This is an optimization exercise on Yosys and OpenROAD, whose aim is small area, not a production implementation. In this exercise RTL edits were held to simulation tests only and were not proved equivalent to the original.

Design rename_top, start of the top module:
module rename_top (
    input  logic        clk,
    input  logic        rst_n,
    input  logic        dispatch_valid_i,
    input  logic [4:0]  rs1_i,
    input  logic [4:0]  rs2_i,
    input  logic [4:0]  rd_i,
    input  logic [31:0] imm_i,
    input  logic        src_imm_i,
    output logic        dispatch_ready_o,
    input  logic        stall_i,
    output logic        ren_valid_o,
    output logic [4:0]  rd_tag_o,
    output logic [4:0]  rs1_tag_o,
    output logic [31:0] rs1_data_o,
    output logic [4:0]  rs2_tag_o,
    output logic [31:0] rs2_data_o,
    input  logic        commit_valid_i,
    input  logic [4:0]  commit_areg_i,
    input  logic [4:0]  commit_preg_i,
    input  logic [31:0] commit_data_i,
    input  logic        flush_i
);
Size: about 2800 cells after synthesis, about 890 flip-flops, ~37000 µm² of cells after synthesis.
==> module rename_top, before the edit <==
module rename_top (
    input  logic        clk,
    input  logic        rst_n,
    input  logic        dispatch_valid_i,
    input  logic [4:0]  rs1_i,
    input  logic [4:0]  rs2_i,
    input  logic [4:0]  rd_i,
    input  logic [31:0] imm_i,
    input  logic        src_imm_i,
    output logic        dispatch_ready_o,
    input  logic        stall_i,
    output logic        ren_valid_o,
    output logic [4:0]  rd_tag_o,
    output logic [4:0]  rs1_tag_o,
    output logic [31:0] rs1_data_o,
    output logic [4:0]  rs2_tag_o,
    output logic [31:0] rs2_data_o,
    input  logic        commit_valid_i,
    input  logic [4:0]  commit_areg_i,
    input  logic [4:0]  commit_preg_i,
    input  logic [31:0] commit_data_i,
    input  logic        flush_i
);
    logic        buf_valid;
    logic [4:0]  buf_rs1;
    logic [4:0]  buf_rs2;
    logic [4:0]  buf_rd;
    logic [31:5] buf_imm;
    logic        buf_src_imm;
    logic [4:0]  spec_tab [1:31];
    logic [4:0]  arch_tab [1:31];
    logic [31:0] prf [0:15];
    logic [15:0] ready;
    logic [4:0]  alloc_ptr;
    logic [4:0]  free_ptr;
    logic        commit_free;
    logic        writes_rd;
    logic        exhausted;
    logic        fire;
    logic        alloc;
    logic [4:0]  alloc_tag;
    logic [4:0]  free_ptr_next;
    always_comb begin
        commit_free = commit_valid_i && (commit_preg_i != 5'd0);
        writes_rd   = (buf_rd != 5'd0);
        exhausted   = (alloc_ptr[4] != free_ptr[4]) && (alloc_ptr[3:0] == free_ptr[3:0]);
        fire        = buf_valid && !stall_i && !flush_i && (!writes_rd || !exhausted);
        alloc       = fire && writes_rd;
        alloc_tag   = {alloc_ptr[3:0] == 4'd0, alloc_ptr[3:0]};
        free_ptr_next = free_ptr + {4'd0, commit_free};
        dispatch_ready_o = !flush_i && (!buf_valid || fire);
        ren_valid_o      = fire;
        rd_tag_o         = writes_rd ? alloc_tag : 5'd0;
    end
    always_ff @(posedge clk or negedge rst_n) begin
        if (!rst_n) begin
            buf_valid <= 1'b0;
        end else if (flush_i) begin
            buf_valid <= 1'b0;
        end else if (dispatch_ready_o) begin
            buf_valid <= dispatch_valid_i;
        end
    end
    always_ff @(posedge clk) begin
        if (dispatch_ready_o && dispatch_valid_i) begin
            buf_rs1     <= rs1_i;
            buf_rs2     <= src_imm_i ? imm_i[4:0] : rs2_i;
            buf_rd      <= rd_i;
            buf_imm     <= imm_i[31:5];
            buf_src_imm <= src_imm_i;
        end
    end
    always_ff @(posedge clk or negedge rst_n) begin
        if (!rst_n) begin
            free_ptr <= 5'd1;
        end else begin
            free_ptr <= free_ptr_next;
        end
    end
    always_ff @(posedge clk or negedge rst_n) begin
        if (!rst_n) begin
            alloc_ptr <= 5'd1;
        end else if (flush_i) begin
            alloc_ptr <= free_ptr_next;
        end else if (alloc) begin
            alloc_ptr <= alloc_ptr + 5'd1;
        end
    end
    logic rst_pend;
    always_ff @(posedge clk or negedge rst_n) begin
        if (!rst_n) begin
            rst_pend <= 1'b1;
        end else begin
            rst_pend <= 1'b0;
        end
    end
    logic [4:0] arch_wdata;
    logic [4:0] spec_wdata;
    logic       restore;
    always_comb begin
        arch_wdata = commit_preg_i & {5{!rst_pend}};
        spec_wdata = alloc_tag & {5{!rst_pend}};
        restore    = flush_i && !rst_pend;
    end
    always_ff @(posedge clk) begin
        for (int r = 1; r < 32; r++) begin
            if (rst_pend || (commit_free && (commit_areg_i == 5'(r)))) begin
                arch_tab[r] <= arch_wdata;
            end
        end
    end
    logic [31:1] spec_we;
    logic [31:1] spec_hold;
    always_comb begin
        for (int r = 1; r < 32; r++) begin
            spec_we[r]   = !restore && (rst_pend || (alloc && (buf_rd == 5'(r))));
            spec_hold[r] = !restore && !spec_we[r];
        end
    end
    always_ff @(posedge clk) begin
        for (int r = 1; r < 32; r++) begin
            spec_tab[r] <= (arch_tab[r] & {5{restore}})
                         | (spec_wdata  & {5{spec_we[r]}})
                         | (spec_tab[r] & {5{spec_hold[r]}});
        end
    end
    logic [15:0] wr_sel;
    logic [15:0] al_sel;
    always_comb begin
        for (int i = 0; i < 16; i++) begin
            al_sel[i] = (alloc_ptr[3:0] == 4'(i));
        end
        wr_sel[0] = commit_valid_i && commit_preg_i[4];
        for (int i = 1; i < 16; i++) begin
            wr_sel[i] = commit_valid_i && (commit_preg_i[3:0] == 4'(i));
        end
    end
    always_ff @(posedge clk) begin
        for (int i = 0; i < 16; i++) begin
            if (wr_sel[i]) prf[i] <= commit_data_i;
        end
    end
    always_ff @(posedge clk) begin
        for (int i = 0; i < 16; i++) begin
            if (wr_sel[i]) begin
                ready[i] <= 1'b1;
            end else if (alloc && al_sel[i]) begin
                ready[i] <= 1'b0;
            end
        end
    end
    logic [4:0]  src1;
    logic [4:0]  src2;
    logic [15:0] sel1;
    logic [15:0] sel2;
    logic        rdy1;
    logic        rdy2;
    logic        hit1;
    logic        hit2;
    logic [31:0] val1;
    logic [31:0] val2;
    always_comb begin
        src1 = 5'd0;
        src2 = 5'd0;
        for (int r = 1; r < 32; r++) begin
            src1 = src1 | (spec_tab[r] & {5{buf_rs1 == 5'(r)}});
            src2 = src2 | (spec_tab[r] & {5{buf_rs2 == 5'(r)}});
        end
        sel1[0] = src1[4];
        sel2[0] = src2[4];
        for (int i = 1; i < 16; i++) begin
            sel1[i] = (src1[3:0] == 4'(i));
            sel2[i] = (src2[3:0] == 4'(i));
        end
        rdy1 = (src1 == 5'd0);
        rdy2 = (src2 == 5'd0);
        val1 = '0;
        val2 = '0;
        for (int i = 0; i < 16; i++) begin
            rdy1 = rdy1 | (sel1[i] & ready[i]);
            rdy2 = rdy2 | (sel2[i] & ready[i]);
            val1 = val1 | ({32{sel1[i]}} & prf[i]);
            val2 = val2 | ({32{sel2[i]}} & prf[i]);
        end
        hit1 = commit_free && (src1 == commit_preg_i);
        hit2 = commit_free && (src2 == commit_preg_i);
        rs1_tag_o  = (rdy1 || hit1) ? 5'd0 : src1;
        rs1_data_o = hit1 ? commit_data_i : val1;
        if (buf_src_imm) begin
            rs2_tag_o  = 5'd0;
            rs2_data_o = {buf_imm, buf_rs2};
        end else begin
            rs2_tag_o  = (rdy2 || hit2) ? 5'd0 : src2;
            rs2_data_o = hit2 ? commit_data_i : val2;
        end
    end
endmodule
Settings: LEC_CHECK=0, CAP_MARGIN=20, CORE_MARGIN=2, CORE_UTILIZATION=50, SLEW_MARGIN=20; clock period 12.0 ns.
standard.sh (not shown) runs the stock make flow with config.mk's settings and CLKGATE_MAP_FILE= SYNTH_SCRIPT=/design/flow/synth_recipe.tcl, a recipe that flattens the netlist after the stock synthesis.
==> flow/flow/run.sh <==
#!/bin/bash
# Own layout flow: the standard ORFS flow (standard.sh) with three changes:
#  - synthesis maps logic with an area-oriented ABC script (flow/area.abc),
#    everything else in synthesis is the standard flow's own script (flow/synth_area.tcl);
#  - port buffers are the smallest buffer cell;
#  - clock tree synthesis without dummy loads and with larger sink clusters.
# Each step's tool output is in orfs/logs/; make's own output in flow_make.log.
set -euo pipefail
W=$PWD
export AREA_ABC_SCRIPT=$W/flow/area.abc
B=sky130_fd_sc_hd__
bash standard.sh \
  SYNTH_SCRIPT=$W/flow/synth_area.tcl \
  "BUFFER_PORTS_ARGS=-buffer_cell ${B}buf_1" \
  "CTS_ARGS=-sink_clustering_enable -repair_clock_nets -dont_use_dummy_load -buf_list ${B}clkbuf_16 -sink_clustering_size 25 -sink_clustering_max_diameter 80" \
  finish > $W/flow_make.log 2>&1
==> flow/flow/area.abc <==
strash
&get -n
&st
&dch
&nf -a -R 1000
&put
topo
==> flow/flow/synth_area.tcl <==
# The standard flow's synthesis script (synth_recipe.tcl) with one change: the abc call
# maps with the ABC script named by AREA_ABC_SCRIPT instead of ORFS's own.
proc synth {args} { yosys synth -nofsm -noshare {*}$args }
proc abc {args} {
  set i [lsearch -exact $args -script]
  if { $i >= 0 } { set args [lreplace $args [expr {$i + 1}] [expr {$i + 1}] $::env(AREA_ABC_SCRIPT)] }
  yosys abc {*}$args
}
source $::env(SCRIPTS_DIR)/synth.tcl
# left out here: clear keep_hierarchy, flatten, clean up, hide names made inside functions, write 1_2_yosys.v
The baseline completed without violations.
Rerun with:
--- a/flow/design.v
+++ b/flow/design.v
@@ -28,5 +28,5 @@
     logic [4:0]  buf_rs2;
     logic [4:0]  buf_rd;
-    logic [31:5] buf_imm;
+    logic [31:0] buf_imm;
     logic        buf_src_imm;
     logic [4:0]  spec_tab [1:31];
@@ -67,7 +67,7 @@
         if (dispatch_ready_o && dispatch_valid_i) begin
             buf_rs1     <= rs1_i;
-            buf_rs2     <= src_imm_i ? imm_i[4:0] : rs2_i;
+            buf_rs2     <= rs2_i;
             buf_rd      <= rd_i;
-            buf_imm     <= imm_i[31:5];
+            buf_imm     <= imm_i;
             buf_src_imm <= src_imm_i;
         end
@@ -166,6 +166,6 @@
         src2 = 5'd0;
         for (int r = 1; r < 32; r++) begin
-            src1 = src1 | (spec_tab[r] & {5{buf_rs1 == 5'(r)}});
-            src2 = src2 | (spec_tab[r] & {5{buf_rs2 == 5'(r)}});
+            if (buf_rs1 == 5'(r)) src1 = spec_tab[r];
+            if (buf_rs2 == 5'(r)) src2 = spec_tab[r];
         end
         sel1[0] = src1[4];
@@ -191,5 +191,5 @@
         if (buf_src_imm) begin
             rs2_tag_o  = 5'd0;
-            rs2_data_o = {buf_imm, buf_rs2};
+            rs2_data_o = buf_imm;
         end else begin
             rs2_tag_o  = (rdy2 || hit2) ? 5'd0 : src2;
Die area increases by 0.62%; final area increases by about 0.7%; final cell count increases by 1.8%; clock-buffer cell count increases by 1; synthesized cell count increases by 2.5%; routed wire length decreases by 10%; maximum frequency decreases by about 3.7%; sequential share of layout area stays flat; via count decreases by 2.4%; worst setup slack gets worse by 0.40 ns.

[afterwards: timing with drivers on the ports]
How much do the figures lean on ideal ports? The routed layouts below were timed once more, with nothing changed but the port constraints. Step 1 assumes that a clkbuf_16 drives the clock port and a buf_2 every other input. Step 2 adds t to the input delays and takes it off the output delays; t is the mean of the earliest and latest rising clock arrival at the registers after step 1. Input paths then give back, and output paths get back, about the clock's delay inside the block. Slacks: ideal ports / drivers / drivers and shift; pairs: ideal ports / drivers.
run	shift t [ns]	setup WS [ns]	hold WS [ns]	worst slew at a driven data input, ns
the first run	0.672	1.497 / 1.425 / 2.098	0.366 / 0.366 / 0.366	0.09
the second run	0.675	1.092 / 1.025 / 1.700	0.402 / 0.402 / 0.402	0.08
After both steps every run listed still meets setup and hold.
